Source: an optimization exercise on an open RTL-to-GDS flow (aim: small area and a short achievable clock period). Production flows keep margins and buffers that such runs may drop. RTL that was checked went through simulation tests only; none was proved equivalent to the original. Power and IR drop assume default switching activity.

// cray_core_top
module cray_core_top
(
   input  wire          clk,
   input  wire          rst,
   input  wire  [15:0]  i_nip_nxt,
   input  wire  [63:0]  i_word_nxt,
   input  wire          i_nip_vld,
   output logic [23:0]  o_p_addr,
   output logic         o_clear_ibufs,
   output logic         o_mem_ce,
   output logic [63:0]  o_data_to_mem,
   output logic         o_mem_wr_en
);
Size in the first run: ~1400 cells after synthesis, ~170 I/O pins, about 16000 um^2 of cells after synthesis.
Settings: LEC_CHECK=0, CAP_MARGIN=20, CORE_MARGIN=2, CORE_UTILIZATION=40, SETUP_SLACK_MARGIN=3.0, SLEW_MARGIN=20; clock period 6.0 ns.
run.sh (not shown) runs the stock make flow with config.mk's settings and CLKGATE_MAP_FILE= SYNTH_SCRIPT=/design/flow/synth_recipe.tcl, a recipe that flattens the netlist after the stock synthesis.
The starting point finished with timing, DRC and antenna clean.
Rerun with:
--- a/flow/config.mk
+++ b/flow/config.mk
@@ -10,3 +10,3 @@
 export CORE_UTILIZATION = 40
-export SETUP_SLACK_MARGIN = 3.0
+export SETUP_SLACK_MARGIN = 3.5
 export SLEW_MARGIN = 20
After rerunning:
- power drops by 0.50%
- count of clock-buffer cells in the layout is higher by 1
- sequential power barely changes
- first-iteration DRC count stays the same
Function was not checked in any run of this note: the RTL went through the layout flow alone.

* * *

cray_core_top, a different RTL version from the one above (not shown whole).
Size in the first run: roughly 1500 cells after synthesis, about 320 flip-flops, roughly 17000 sq um of cells after synthesis.
Settings: LEC_CHECK=0, ABC_CLOCK_PERIOD_IN_PS=2500, CAP_MARGIN=20, CORE_MARGIN=2, CORE_UTILIZATION=40, SETUP_SLACK_MARGIN=3.0, SLEW_MARGIN=20; clock period 6.0 ns.
Rerun with:
- ABC_CLOCK_PERIOD_IN_PS: 2500 -> unset
- SETUP_SLACK_MARGIN: 3.0 -> unset
The changed run finished clean.
Combinational power came out lower by 39%.
Sequential cell count is unchanged.
Via count drops by 13%.
Die area does not change.
Worst setup slack gets worse by 0.79 ns.
Fmax goes down by 14%.
Power falls by 3.9%.
Core utilization decreases by 11 points.
No functional check of the RTL was part of any run of this note.

* * *

Setup of run A:
The RTL this note starts from:
==> flow/design.v <==
`timescale 1ns/1ns
`default_nettype none
package cray_pkg;
   localparam logic [6:0]  VL_RESET    = 7'd64;
   localparam logic [17:0] LIMIT_RESET = 18'h3FFFF;
endpackage
`default_nettype wire
`timescale 1ns/1ns
`default_nettype none
module cray_core_top
(
   input  wire          clk,
   input  wire          rst,
   input  wire  [15:0]  i_nip_nxt,
   input  wire  [63:0]  i_word_nxt,
   input  wire          i_nip_vld,
   output logic [23:0]  o_p_addr,
   output logic         o_clear_ibufs,
   output logic         o_mem_ce,
   output logic [63:0]  o_data_to_mem,
   output logic         o_mem_wr_en
);
   logic s_exec, s_clr, s_fetch, s_wait, s_store, s_load, s_done;
   logic clr_q;
   logic [3:0]  cnt;
   logic [3:0]  cnt_nxt;
   logic        last;
   logic        ctx_rst;
   logic        ctx_rst_nxt;
   logic [7:0]  active_xa;
   logic [7:0]  xa;
   logic [6:0]  vl;
   logic [17:0] base_addr;
   logic [17:0] limit_addr;
   logic [23:0] p_addr;
   logic [23:0] a_rf [8];
   logic [15:0] nip;
   logic        nip_vld;
   logic [2:0]  cls;
   logic [2:0]  ci, cj, ck;
   logic [23:0] op_a, op_b;
   localparam logic [2:0] C_NOP   = 3'b000;
   localparam logic [2:0] C_EXCH  = 3'b001;
   localparam logic [2:0] C_SETVL = 3'b010;
   localparam logic [2:0] C_IMM22 = 3'b100;
   localparam logic [2:0] C_IMM6  = 3'b101;
   localparam logic [2:0] C_ADD   = 3'b110;
   localparam logic [2:0] C_SUB   = 3'b111;
   logic [2:0]  nip_cls;
   logic        exch_req, shift, two_parcel_nip;
   logic        wr_en, set_vl;
   logic [23:0] sum, result, wdata;
   logic        load_a;
   assign last    = &cnt;
   assign cnt_nxt = (s_store || s_load) ? cnt + 4'd1 : 4'd0;
   always_comb
   begin
      case (nip[15:9])
         7'o000, 7'o004: nip_cls = C_EXCH;
         7'o002:         nip_cls = C_SETVL;
         7'o020:         nip_cls = C_IMM22;
         7'o022:         nip_cls = C_IMM6;
         7'o030:         nip_cls = C_ADD;
         7'o031:         nip_cls = C_SUB;
         default:        nip_cls = C_NOP;
      endcase
   end
   assign exch_req       = (cls == C_EXCH);
   assign shift          = s_exec && i_nip_vld && !exch_req;
   assign two_parcel_nip = nip_vld && (nip[15:9] == 7'o020);
   always_ff @(posedge clk)
   begin
      if (rst)
      begin
         s_exec  <= 1'b0;
         s_clr   <= 1'b1;
         s_fetch <= 1'b0;
         s_wait  <= 1'b0;
         s_store <= 1'b0;
         s_load  <= 1'b0;
         s_done  <= 1'b0;
         clr_q   <= 1'b1;
         cnt     <= 4'd0;
      end
      else
      begin
         s_exec  <= (s_exec && !exch_req) || s_done;
         s_clr   <= s_exec && exch_req;
         s_fetch <= s_clr || (s_fetch && !i_nip_vld);
         s_wait  <= s_fetch && i_nip_vld;
         s_store <= s_wait || (s_store && !last);
         s_load  <= (s_store && last) || (s_load && !last);
         s_done  <= s_load && last;
         clr_q   <= (s_exec && exch_req) || (s_load && last);
         cnt     <= cnt_nxt;
      end
   end
   assign ctx_rst_nxt = rst || (ctx_rst && !s_done);
   always_ff @(posedge clk)
      ctx_rst <= ctx_rst_nxt;
   always_ff @(posedge clk)
   begin
      if (rst)
         active_xa <= 8'd0;
      else if (s_exec)
         active_xa <= xa;
   end
   always_ff @(posedge clk)
   begin
      if (s_clr || s_done)
      begin
         nip_vld <= 1'b0;
         cls     <= C_NOP;
      end
      else if (shift)
      begin
         nip_vld <= !two_parcel_nip;
         cls     <= nip_vld ? nip_cls : C_NOP;
      end
   end
   always_ff @(posedge clk)
   begin
      if (shift)
      begin
         nip <= i_nip_nxt;
         ci  <= nip[8:6];
         cj  <= nip[5:3];
         ck  <= nip[2:0];
      end
   end
   logic [2:0]  rj;
   logic [23:0] rd_j, rd_k;
   logic        fwd_j, fwd_k, zero_j, zero_k;
   assign rj     = s_exec ? nip[5:3] : cnt_nxt[2:0];
   assign rd_j   = a_rf[rj];
   assign rd_k   = a_rf[nip[2:0]];
   assign zero_j = s_exec ? (nip[5:3] == 3'd0) : (cnt_nxt[3] || ctx_rst);
   assign zero_k = (nip[2:0] == 3'd0);
   assign fwd_j  = s_exec && cls[2] && (ci == nip[5:3]) && (nip[5:3] != 3'd0);
   assign fwd_k  = cls[2] && (ci == nip[2:0]) && !zero_k;
   always_ff @(posedge clk)
   begin
      if (shift || s_wait || s_store)
         op_a <= fwd_j ? result : zero_j ? 24'd0 : rd_j;
      if (shift)
         op_b <= fwd_k ? result : zero_k ? 24'd0 : rd_k;
   end
   logic [23:0] bk, g, p;
   logic [23:0] gg [6];
   logic [23:0] pp [6];
   logic        sub;
   assign sub = cls[0];
   assign bk  = op_b ^ {24{sub}};
   assign g   = op_a & bk;
   assign p   = op_a ^ bk;
   always_comb
   begin
      gg[0] = g;
      pp[0] = p;
      gg[0][0] = g[0] | (p[0] & sub);    
      for (int l = 0; l < 5; l++)
         for (int b = 0; b < 24; b++)
            if (b >= (1 << l))
            begin
               gg[l+1][b] = gg[l][b] | (pp[l][b] & gg[l][b - (1 << l)]);
               pp[l+1][b] = pp[l][b] & pp[l][b - (1 << l)];
            end
            else
            begin
               gg[l+1][b] = gg[l][b];
               pp[l+1][b] = pp[l][b];
            end
   end
   assign sum = p ^ {gg[5][22:0], sub};
   assign wr_en  = shift && cls[2];
   assign set_vl = shift && (cls == C_SETVL);
   assign result = cls[1] ? sum : cls[0] ? {18'd0, cj, ck} : {2'd0, cj, ck, nip};
   assign load_a = s_load && !cnt[3];
   assign wdata  = s_load ? i_word_nxt[23:0] : result;
   always_ff @(posedge clk)
   begin
      for (int n = 0; n < 8; n++)
         if ((load_a && cnt[2:0] == 3'(n)) || (wr_en && ci == 3'(n)))
            a_rf[n] <= wdata;
   end
   logic [23:0] p_inc;
   always_comb
      for (int b = 0; b < 24; b++)
         p_inc[b] = p_addr[b] ^ (&(p_addr | ~((24'd1 << b) - 24'd1)));
   always_ff @(posedge clk)
   begin
      if (shift)
         p_addr <= p_inc;
      else if (s_load && cnt == 4'd0)
         p_addr <= i_word_nxt[47:24];
   end
   always_ff @(posedge clk)
   begin
      if (s_load && cnt == 4'd1) base_addr  <= i_word_nxt[45:28];
      if (s_load && cnt == 4'd2) limit_addr <= i_word_nxt[45:28];
      if (s_load && cnt == 4'd3) xa         <= i_word_nxt[47:40];
      if (s_load && cnt == 4'd3)
         vl <= i_word_nxt[39:33];
      else if (set_vl)
         vl <= (ck == 3'd0) ? 7'd1 : op_b[6:0];    
   end
   logic sel_p, sel_b, sel_l, sel_l1, sel_x, sel_v, sel_v1;
   always_ff @(posedge clk)
   begin
      sel_p  <= (cnt_nxt == 4'd0) && !ctx_rst_nxt;
      sel_b  <= (cnt_nxt == 4'd1) && !ctx_rst_nxt;
      sel_l  <= (cnt_nxt == 4'd2) && !ctx_rst_nxt;
      sel_l1 <= (cnt_nxt == 4'd2) &&  ctx_rst_nxt;
      sel_x  <= (cnt_nxt == 4'd3);
      sel_v  <= (cnt_nxt == 4'd3) && !ctx_rst_nxt;
      sel_v1 <= (cnt_nxt == 4'd3) &&  ctx_rst_nxt;
   end
   logic [23:0] st_hi;
   assign st_hi = ({24{sel_p}} & p_addr)
                | ({24{sel_b}} & {2'd0, base_addr, 4'd0})
                | ({24{sel_l}} & {2'd0, limit_addr, 4'd0})
                | ({24{sel_l1}} & {2'd0, cray_pkg::LIMIT_RESET, 4'd0})
                | ({24{sel_x}} & {active_xa, 16'd0})
                | ({24{sel_v}} & {8'd0, vl, 9'd0})
                | ({24{sel_v1}} & {8'd0, cray_pkg::VL_RESET, 9'd0});
   assign o_p_addr      = s_exec ? p_addr : {10'd0, active_xa, cnt, 2'b00};
   assign o_clear_ibufs = clr_q;
   assign o_mem_ce      = s_store;
   assign o_mem_wr_en   = s_store;
   assign o_data_to_mem = {16'd0, st_hi, op_a};
endmodule
`default_nettype wire
Settings: LEC_CHECK=0, ABC_AREA=1, CAP_MARGIN=20, CORE_MARGIN=2, CORE_UTILIZATION=55, CTS_CLUSTER_DIAMETER=80, CTS_CLUSTER_SIZE=30, SETUP_SLACK_MARGIN=3.0, SLEW_MARGIN=20; clock period 6.0 ns.
standard.sh (not shown) runs the stock make flow with config.mk's settings and CLKGATE_MAP_FILE= SYNTH_SCRIPT=/design/flow/synth_recipe.tcl, a recipe that flattens the netlist after the stock synthesis.
==> flow/flow/run.sh <==
#!/bin/bash
# Standard ORFS layout (the standard.sh, standard synthesis unchanged),
# except that buffer_ports puts plain buf_2 buffers on the I/O ports instead
# of the delay buffers it picks by default.
# Full make output goes to make.log; ORFS keeps each step's log in orfs/logs.
set -euo pipefail
export BUFFER_PORTS_ARGS="-buffer_cell sky130_fd_sc_hd__buf_2"
bash standard.sh > make.log 2>&1
Modified inputs, run B compared to run A
Settings: a change of CORE_UTILIZATION from 55 to 50; a deleted ABC_AREA that had been 1; a change of SETUP_SLACK_MARGIN from 3.0 to 2.9.
==> comparison <==
Run A vs run B, largest family of logic cells by synthesized area: simple AND/OR/NAND/NOR gates vs compound AO/OA/AOI/OAI gates
The setup slack of run B is smaller than that of run A.
The lower final clock period utilization by the worst path came out of run A.
Detailed route, run B vs run A: via total lower for run B
On final cell count: run B sits below run A.
Sort run A and run B by synthesized cell count, ascending, and run B comes first.
Layout-stage area growth over the synthesis result (run B over run A): increase, 4.7 points
Between run A and run B, placeable core area is higher for run B, run A comes in under that.
Die outline area in run B is 6.3% higher than in run A
Comparing run A and run B, the lower estimated wirelength of the detail-placed design is on run B.
Run B — overall routing resource usage 3.6 points lower, run A as reference
Met3 usage in global routing: run B < run A
What run C does differently from run B at the input level:
Settings: changing CORE_UTILIZATION from 50 to 55; setting ABC_AREA to 1 for the first time.
### Flow results
- Synthesized area, run C and run B: larger value in run C
- Run comparison: run C critical path's slowest cell dfxtp_2; run B critical path's slowest cell ha_1
- Run C against run B: non-clock buffer count in the final layout decreased about 12%, number of buffers inserted by post-CTS setup repair went down.
- Number of clock buffers in the layout in run C is 3 below run B.
> inputs changed (run C -> run D)
Settings: clearing ABC_AREA, which used to be 1.
### Flow results
Of run C and run D, run C shows the lower mean instance size in the synthesized netlist, with run D above it.
[run D vs run C] xor and xnor fraction of the mapped netlist area: higher in run D
Between run C and run D, the difference in sequential share of cell area is negligible.
Fmax: run D lower than run C
Setup slack: run D less than run C
Run D gives less pre-CTS setup slack than run C did.
A capture point of the critical path of op_a[1] is what run C shows, while a_rf[1][18] belongs to run D.

afterwards: timing with drivers on the ports:
The flow's constraints put no driver on any port. The routed layouts listed below were extracted and timed again, unchanged, in two steps. Step 1, drivers: a clkbuf_16 drives clk and a buf_2 each remaining input, both assumed. Step 2 also shifts input and output timing later by t, the mid clock arrival at the registers, as if the neighbouring blocks saw the same clock. a / b / c = no drivers / after step 1 / after step 2; a / b = the first two.
| run | t (ns) | setup WS [ns] | hold WS [ns] | slew at the worst register clock pin (ns) | cell pins on the clock port's net |
|---|---|---|---|---|---|
| the first run of note 1 | 0.591 | 2.325 / 2.325 / 2.325 | 0.472 / 0.472 / 0.472 | 0.07 / 0.07 | 1 |
| the second run of note 1 | 0.589 | 2.268 / 2.268 / 2.268 | 0.448 / 0.448 / 0.448 | 0.07 / 0.07 | 1 |
| the first run of note 2 | 0.598 | 1.110 / 1.110 / 1.110 | 0.443 / 0.443 / 0.443 | 0.07 / 0.07 | 1 |
| the second run of note 2 | 0.617 | 0.319 / 0.319 / 0.319 | 0.437 / 0.437 / 0.437 | 0.06 / 0.06 | 1 |
| run A | 0.593 | 2.966 / 2.966 / 2.869 | 0.455 / 0.455 / 0.455 | 0.12 / 0.12 | 1 |
| run B | 0.619 | 2.899 / 2.899 / 2.899 | 0.480 / 0.480 / 0.480 | 0.11 / 0.11 | 1 |
| run C | 0.593 | 2.987 / 2.987 / 2.831 | 0.462 / 0.462 / 0.462 | 0.11 / 0.11 | 1 |
| run D | 0.610 | 2.829 / 2.829 / 2.657 | 0.468 / 0.468 / 0.468 | 0.12 / 0.12 | 1 |
After both steps every run listed still meets setup and hold. For run D, which loses most, drivers alone change the setup slack by 0.000 ns; drivers and shift together by -0.172 ns.
